This is an optimization exercise on Yosys and OpenROAD, whose aim is small area, a short achievable clock period and few clock cycles per item, not a production implementation. Only simulation tests tie the RTL to the original design; equivalence was not proved.

10-05:
Design piccolo128_dec, start of the top module:
module piccolo128_dec
(
  input  logic         clk,
  input  logic         reset,
  input  logic         start,
  input  logic [127:0] keyin,
  input  logic [63:0]  ciphertext,
  output logic         busy,
  output logic         done,
  output logic [63:0]  plaintext
);
==> module piccolo128_dec, before the edit <==
module piccolo128_dec
(
  input  logic         clk,
  input  logic         reset,
  input  logic         start,
  input  logic [127:0] keyin,
  input  logic [63:0]  ciphertext,
  output logic         busy,
  output logic         done,
  output logic [63:0]  plaintext
);
  logic [127:0] r_key;
  logic [63:0]  r_s;
  logic [4:0]   r_c;           
  logic [15:0]  w_kin [8];
  logic [15:0]  w_k   [8];
  logic [3:0]   w_ksel;
  logic [31:0]  w_con;
  logic [15:0]  w_rk0, w_rk1;
  logic [63:0]  w_rnd;
  always_comb begin
    for (int j = 0; j < 8; j++) begin
      w_kin[j] = keyin[127-16*j -: 16];
      w_k[j]   = r_key[127-16*j -: 16];
    end
  end
  assign w_ksel = piccolo_pkg::ksel(r_c);
  assign w_con  = piccolo_pkg::con128(r_c);
  assign w_rk0  = w_k[{w_ksel[3:2], 1'b0}] ^ w_con[31:16];
  assign w_rk1  = w_k[{w_ksel[1:0], 1'b1}] ^ w_con[15:0];
  piccolo_round u_round (
    .x   (r_s),
    .rk0 (w_rk0),
    .rk1 (w_rk1),
    .y   (w_rnd)
  );
  assign plaintext = piccolo_pkg::rp(r_s) ^
                     {w_k[0][15:8], w_k[1][7:0], 16'h0, w_k[1][15:8], w_k[0][7:0], 16'h0};
  always_ff @(posedge clk) begin
    if (!busy) begin
      r_key <= keyin;
      r_s   <= ciphertext ^ {w_kin[4][15:8], w_kin[7][7:0], 16'h0,
                             w_kin[7][15:8], w_kin[4][7:0], 16'h0};
      r_c   <= 5'd31;
    end else begin
      r_s   <= piccolo_pkg::rp_inv(w_rnd);
      r_c   <= r_c - 5'd1;
    end
  end
  always_ff @(posedge clk) begin
    if (reset) begin
      busy <= 1'b0;
      done <= 1'b0;
    end else begin
      done <= busy && (r_c == 5'd1);
      if (!busy) busy <= start && !done;
      else if (r_c == 5'd1) busy <= 1'b0;
    end
  end
endmodule
==> flow/config.mk <==
export PLATFORM = sky130hd
export DESIGN_NAME = piccolo128_dec
export DESIGN_NICKNAME = piccolo128_dec
export VERILOG_FILES = /design/flow/design.v
export SDC_FILE = /design/flow/constraint.sdc
export NUM_CORES = 4
export LEC_CHECK = 0
export CAP_MARGIN = 20
export CORE_MARGIN = 2
export CORE_UTILIZATION = 40
export CTS_BUF_LIST = sky130_fd_sc_hd__clkbuf_8
export SETUP_SLACK_MARGIN = 3.25
export SLEW_MARGIN = 20
==> flow/constraint.sdc <==
create_clock -name core_clock -period 6.0 [get_ports {clk}]
set_input_delay 1.2000 -clock core_clock [delete_from_list [all_inputs] [get_ports {clk}]]
set_output_delay 1.2000 -clock core_clock [all_outputs]
set_load 0.01 [all_outputs]
standard.sh (not shown) runs the stock make flow with config.mk's settings and CLKGATE_MAP_FILE= SYNTH_SCRIPT=/design/flow/synth_recipe.tcl, a recipe that flattens the netlist after the stock synthesis.
==> flow/flow/run.sh <==
#!/bin/bash
# Standard ORFS layout, except that the port buffers are the smallest
# buffer cell instead of the delay buffer buffer_ports picks on its own.
set -euo pipefail
export BUFFER_PORTS_ARGS="-buffer_cell sky130_fd_sc_hd__buf_1"
bash standard.sh > standard_flow.log 2>&1
Testbench counts of 10-05, summed over its fixed seeds: cycles 8,440, blocks 256.
Setup changes, 10-05 to 01-06
--- a/flow/design.v
+++ b/flow/design.v
@@ -79,7 +79,7 @@
   logic [3:0]   w_ksel;
   logic [31:0]  w_con;
   logic [15:0]  w_rk0, w_rk1;
-  logic [63:0]  w_rnd;
+  logic [63:0]  w_rnd, w_wk;
   always_comb begin
     for (int j = 0; j < 8; j++) begin
       w_kin[j] = keyin[127-16*j -: 16];
@@ -96,8 +96,9 @@
     .rk1 (w_rk1),
     .y   (w_rnd)
   );
-  assign plaintext = piccolo_pkg::rp(r_s) ^
-                     {w_k[0][15:8], w_k[1][7:0], 16'h0, w_k[1][15:8], w_k[0][7:0], 16'h0};
+  assign w_wk = (r_c == 5'd1) ?
+                {w_k[0][15:8], w_k[1][7:0], 16'h0, w_k[1][15:8], w_k[0][7:0], 16'h0} : 64'h0;
+  assign plaintext = piccolo_pkg::rp(r_s);
   always_ff @(posedge clk) begin
     if (!busy) begin
       r_key <= keyin;
@@ -105,7 +106,7 @@
                              w_kin[7][15:8], w_kin[4][7:0], 16'h0};
       r_c   <= 5'd31;
     end else begin
-      r_s   <= piccolo_pkg::rp_inv(w_rnd);
+      r_s   <= piccolo_pkg::rp_inv(w_rnd ^ w_wk);
       r_c   <= r_c - 5'd1;
     end
   end
Notes after the runs:
- Compared with 10-05, in 01-06 cell count has increased, adder-cell area share of the yosys netlist +0.36 points, post-synthesis to final-layout area growth increased by 2.4 points relative to the old numbers, met2 demand-to-capacity share in global routing climbed 1.6 points.
- Compared with 10-05, in 01-06 worst setup slack rose 67 ps; number of clock sinks seen by CTS held; final sum of negative setup slack roughly the same.
- Relative to 10-05, 01-06 improves hold slack.
- Compare 01-06 and 10-05 | full die area lower: 10-05
Testbench counts of 01-06, summed over its fixed seeds: cycles 8,440, blocks 256.

Setup of run M:
The RTL this note starts from:
==> flow/design.v <==
`default_nettype none
package piccolo_pkg;
  function automatic logic [3:0] sbox(input logic [3:0] x);
    logic t0, t1, t2, t3;
    t0 = x[0] ^ ~(x[2] | x[3]);
    t3 = x[3] ^ ~(x[1] | x[2]);
    t2 = x[2] ^ ~(t0 | x[1]);
    t1 = x[1] ^ ~(t0 | t3);
    sbox = {t0, t3, ~t2, t1};
  endfunction
  function automatic logic [3:0] mul2(input logic [3:0] a);
    mul2 = {a[2:0], 1'b0} ^ (a[3] ? 4'h3 : 4'h0);
  endfunction
  function automatic logic [3:0] mul3(input logic [3:0] a);
    mul3 = mul2(a) ^ a;
  endfunction
  function automatic logic [15:0] mix_m(input logic [15:0] a);
    logic [3:0] a0, a1, a2, a3, d0, d1, d2, d3;
    a0 = a[15:12]; a1 = a[11:8]; a2 = a[7:4]; a3 = a[3:0];
    d0 = a0 ^ a1; d1 = a1 ^ a2; d2 = a2 ^ a3; d3 = a3 ^ a0;
    mix_m = {mul2(d0) ^ (a1 ^ d2),
             mul2(d1) ^ (a2 ^ d3),
             mul2(d2) ^ (a3 ^ d0),
             mul2(d3) ^ (a0 ^ d1)};
  endfunction
  function automatic logic [15:0] f_func(input logic [15:0] v);
    logic [15:0] a, m;
    a = {sbox(v[15:12]), sbox(v[11:8]), sbox(v[7:4]), sbox(v[3:0])};
    m = mix_m(a);
    f_func = {sbox(m[15:12]), sbox(m[11:8]), sbox(m[7:4]), sbox(m[3:0])};
  endfunction
  function automatic logic [31:0] con128(input logic [4:0] c);
    con128 = {c, 5'd0, c, 2'b00, c, 5'd0, c} ^ 32'h6547a98b;
  endfunction
  localparam logic [31:0] KS_E1 = 32'h53ac53ac;
  localparam logic [31:0] KS_E0 = 32'hc53ac53a;
  localparam logic [31:0] KS_O1 = 32'hac6ac6ac;
  localparam logic [31:0] KS_O0 = 32'h6ac6ac6a;
  function automatic logic [3:0] ksel(input logic [4:0] c);
    ksel = {KS_E1[c], KS_E0[c], KS_O1[c], KS_O0[c]};
  endfunction
  function automatic logic [63:0] rp_inv(input logic [63:0] v);
    rp_inv = {v[15:8], v[39:32], v[63:56], v[23:16], v[47:40], v[7:0], v[31:24], v[55:48]};
  endfunction
  function automatic logic [63:0] rp(input logic [63:0] v);
    rp = {v[47:40], v[7:0], v[31:24], v[55:48], v[15:8], v[39:32], v[63:56], v[23:16]};
  endfunction
endpackage
`default_nettype wire
`default_nettype none
module piccolo_round
(
  input  logic [63:0] x,
  input  logic [15:0] rk0,
  input  logic [15:0] rk1,
  output logic [63:0] y
);
  assign y = {x[63:48], x[47:32] ^ piccolo_pkg::f_func(x[63:48]) ^ rk0,
              x[31:16], x[15:0]  ^ piccolo_pkg::f_func(x[31:16]) ^ rk1};
endmodule
`default_nettype wire
`default_nettype none
module piccolo128_dec
(
  input  logic         clk,
  input  logic         reset,
  input  logic         start,
  input  logic [127:0] keyin,
  input  logic [63:0]  ciphertext,
  output logic         busy,
  output logic         done,
  output logic [63:0]  plaintext
);
  logic [127:0] r_key;
  logic [63:0]  r_s;
  logic [4:0]   r_c;           
  logic [15:0]  w_kin [8];
  logic [15:0]  w_k   [8];
  logic [3:0]   w_ksel;
  logic [31:0]  w_con;
  logic [15:0]  w_rk0, w_rk1;
  logic [63:0]  w_rnd;
  always_comb begin
    for (int j = 0; j < 8; j++) begin
      w_kin[j] = keyin[127-16*j -: 16];
      w_k[j]   = r_key[127-16*j -: 16];
    end
  end
  assign w_ksel = piccolo_pkg::ksel(r_c);
  assign w_con  = piccolo_pkg::con128(r_c);
  assign w_rk0  = w_k[{w_ksel[3:2], 1'b0}] ^ w_con[31:16];
  assign w_rk1  = w_k[{w_ksel[1:0], 1'b1}] ^ w_con[15:0];
  piccolo_round u_round (
    .x   (r_s),
    .rk0 (w_rk0),
    .rk1 (w_rk1),
    .y   (w_rnd)
  );
  assign plaintext = piccolo_pkg::rp(r_s) ^
                     {w_k[0][15:8], w_k[1][7:0], 16'h0, w_k[1][15:8], w_k[0][7:0], 16'h0};
  always_ff @(posedge clk) begin
    if (!busy) begin
      r_key <= keyin;
      r_s   <= ciphertext ^ {w_kin[4][15:8], w_kin[7][7:0], 16'h0,
                             w_kin[7][15:8], w_kin[4][7:0], 16'h0};
      r_c   <= 5'd31;
    end else begin
      r_s   <= piccolo_pkg::rp_inv(w_rnd);
      r_c   <= r_c - 5'd1;
    end
  end
  always_ff @(posedge clk) begin
    if (reset) begin
      busy <= 1'b0;
      done <= 1'b0;
    end else begin
      done <= busy && (r_c == 5'd1);
      if (!busy) busy <= start && !done;
      else if (r_c == 5'd1) busy <= 1'b0;
    end
  end
endmodule
`default_nettype wire
Settings: LEC_CHECK=0, CAP_MARGIN=20, CORE_MARGIN=2, CORE_UTILIZATION=40, SETUP_SLACK_MARGIN=3.0, SLEW_MARGIN=20; clock period 6.0 ns.
Scripts as last shown in full above: flow/flow/run.sh
Run M finished end to end and its layout was clean on timing, DRC and antenna.
Testbench counts of run M, summed over its fixed seeds: cycles 8,440, blocks 256.
## Diff of input files: run D against run M
diff --git a/flow/design.v b/flow/design.v
--- a/flow/design.v
+++ b/flow/design.v
@@ -77,11 +77,11 @@
   logic [15:0]  w_kin [8];
   logic [15:0]  w_k   [8];
   logic [3:0]   w_ksel;
   logic [31:0]  w_con;
   logic [15:0]  w_rk0, w_rk1;
-  logic [63:0]  w_rnd;
+  logic [63:0]  w_rnd, w_wk;
   always_comb begin
     for (int j = 0; j < 8; j++) begin
       w_kin[j] = keyin[127-16*j -: 16];
       w_k[j]   = r_key[127-16*j -: 16];
     end
@@ -94,20 +94,21 @@
     .x   (r_s),
     .rk0 (w_rk0),
     .rk1 (w_rk1),
     .y   (w_rnd)
   );
-  assign plaintext = piccolo_pkg::rp(r_s) ^
-                     {w_k[0][15:8], w_k[1][7:0], 16'h0, w_k[1][15:8], w_k[0][7:0], 16'h0};
+  assign w_wk = (r_c == 5'd1) ?
+                {w_k[0][15:8], w_k[1][7:0], 16'h0, w_k[1][15:8], w_k[0][7:0], 16'h0} : 64'h0;
+  assign plaintext = piccolo_pkg::rp(r_s);
   always_ff @(posedge clk) begin
     if (!busy) begin
       r_key <= keyin;
       r_s   <= ciphertext ^ {w_kin[4][15:8], w_kin[7][7:0], 16'h0,
                              w_kin[7][15:8], w_kin[4][7:0], 16'h0};
       r_c   <= 5'd31;
     end else begin
-      r_s   <= piccolo_pkg::rp_inv(w_rnd);
+      r_s   <= piccolo_pkg::rp_inv(w_rnd ^ w_wk);
       r_c   <= r_c - 5'd1;
     end
   end
   always_ff @(posedge clk) begin
     if (reset) begin
==> comparison <==
Run M vs run D, start point of the critical path: r_s[58] vs r_s[62]
Run D has completed all stages; timing, DRC and antenna checks passed.
Run D gives more number of cells in the finished layout apart from fillers than run M did.
Run D against run M; area of all placed cells without fillers is up slightly.
Run D vs run M — worst setup slack dropped 0.030 ns.
Diff run M -> run D: clock-buffer cell count rose by 2; logic depth of the worst setup path including buffers rose by 1; number of instances in the synthesized netlist rose by 54; die footprint rose by 0.64%.
Looking at synthesized-area fraction occupied by and/or/nand/nor cells, run D sits 2.2 points above run M.
Testbench counts of run D, summed over its fixed seeds: cycles 8,440, blocks 256.

==> what the ideal ports hide <==
How much do the figures lean on ideal ports? The routed layouts below were timed once more, with nothing changed but the port constraints. Step 1, drivers: a clkbuf_16 drives clk and a buf_2 each remaining input, both assumed. Step 2 moves the port delays by t, midway between the first and last clock arrival at a register: inputs arrive t later, outputs are due t later. That takes back most of the time a late clock gives input paths. Slacks: ideal / step 1 / step 2; pairs: ideal / step 1.
run | t (ns) | setup slack, ns | clock arrival spread, ns | slew at the worst register clock pin (ns)
10-05 | 0.518 | 3.250 / 3.250 / 3.250 | 0.022 / 0.023 | 0.12 / 0.12
01-06 | 0.526 | 3.317 / 3.317 / 3.317 | 0.013 / 0.013 | 0.12 / 0.12
run M | 0.498 | 3.121 / 3.121 / 3.121 | 0.018 / 0.018 | 0.09 / 0.09
run D | 0.497 | 3.091 / 3.091 / 3.091 | 0.016 / 0.016 | 0.08 / 0.08
After both steps every run listed still meets setup and hold.
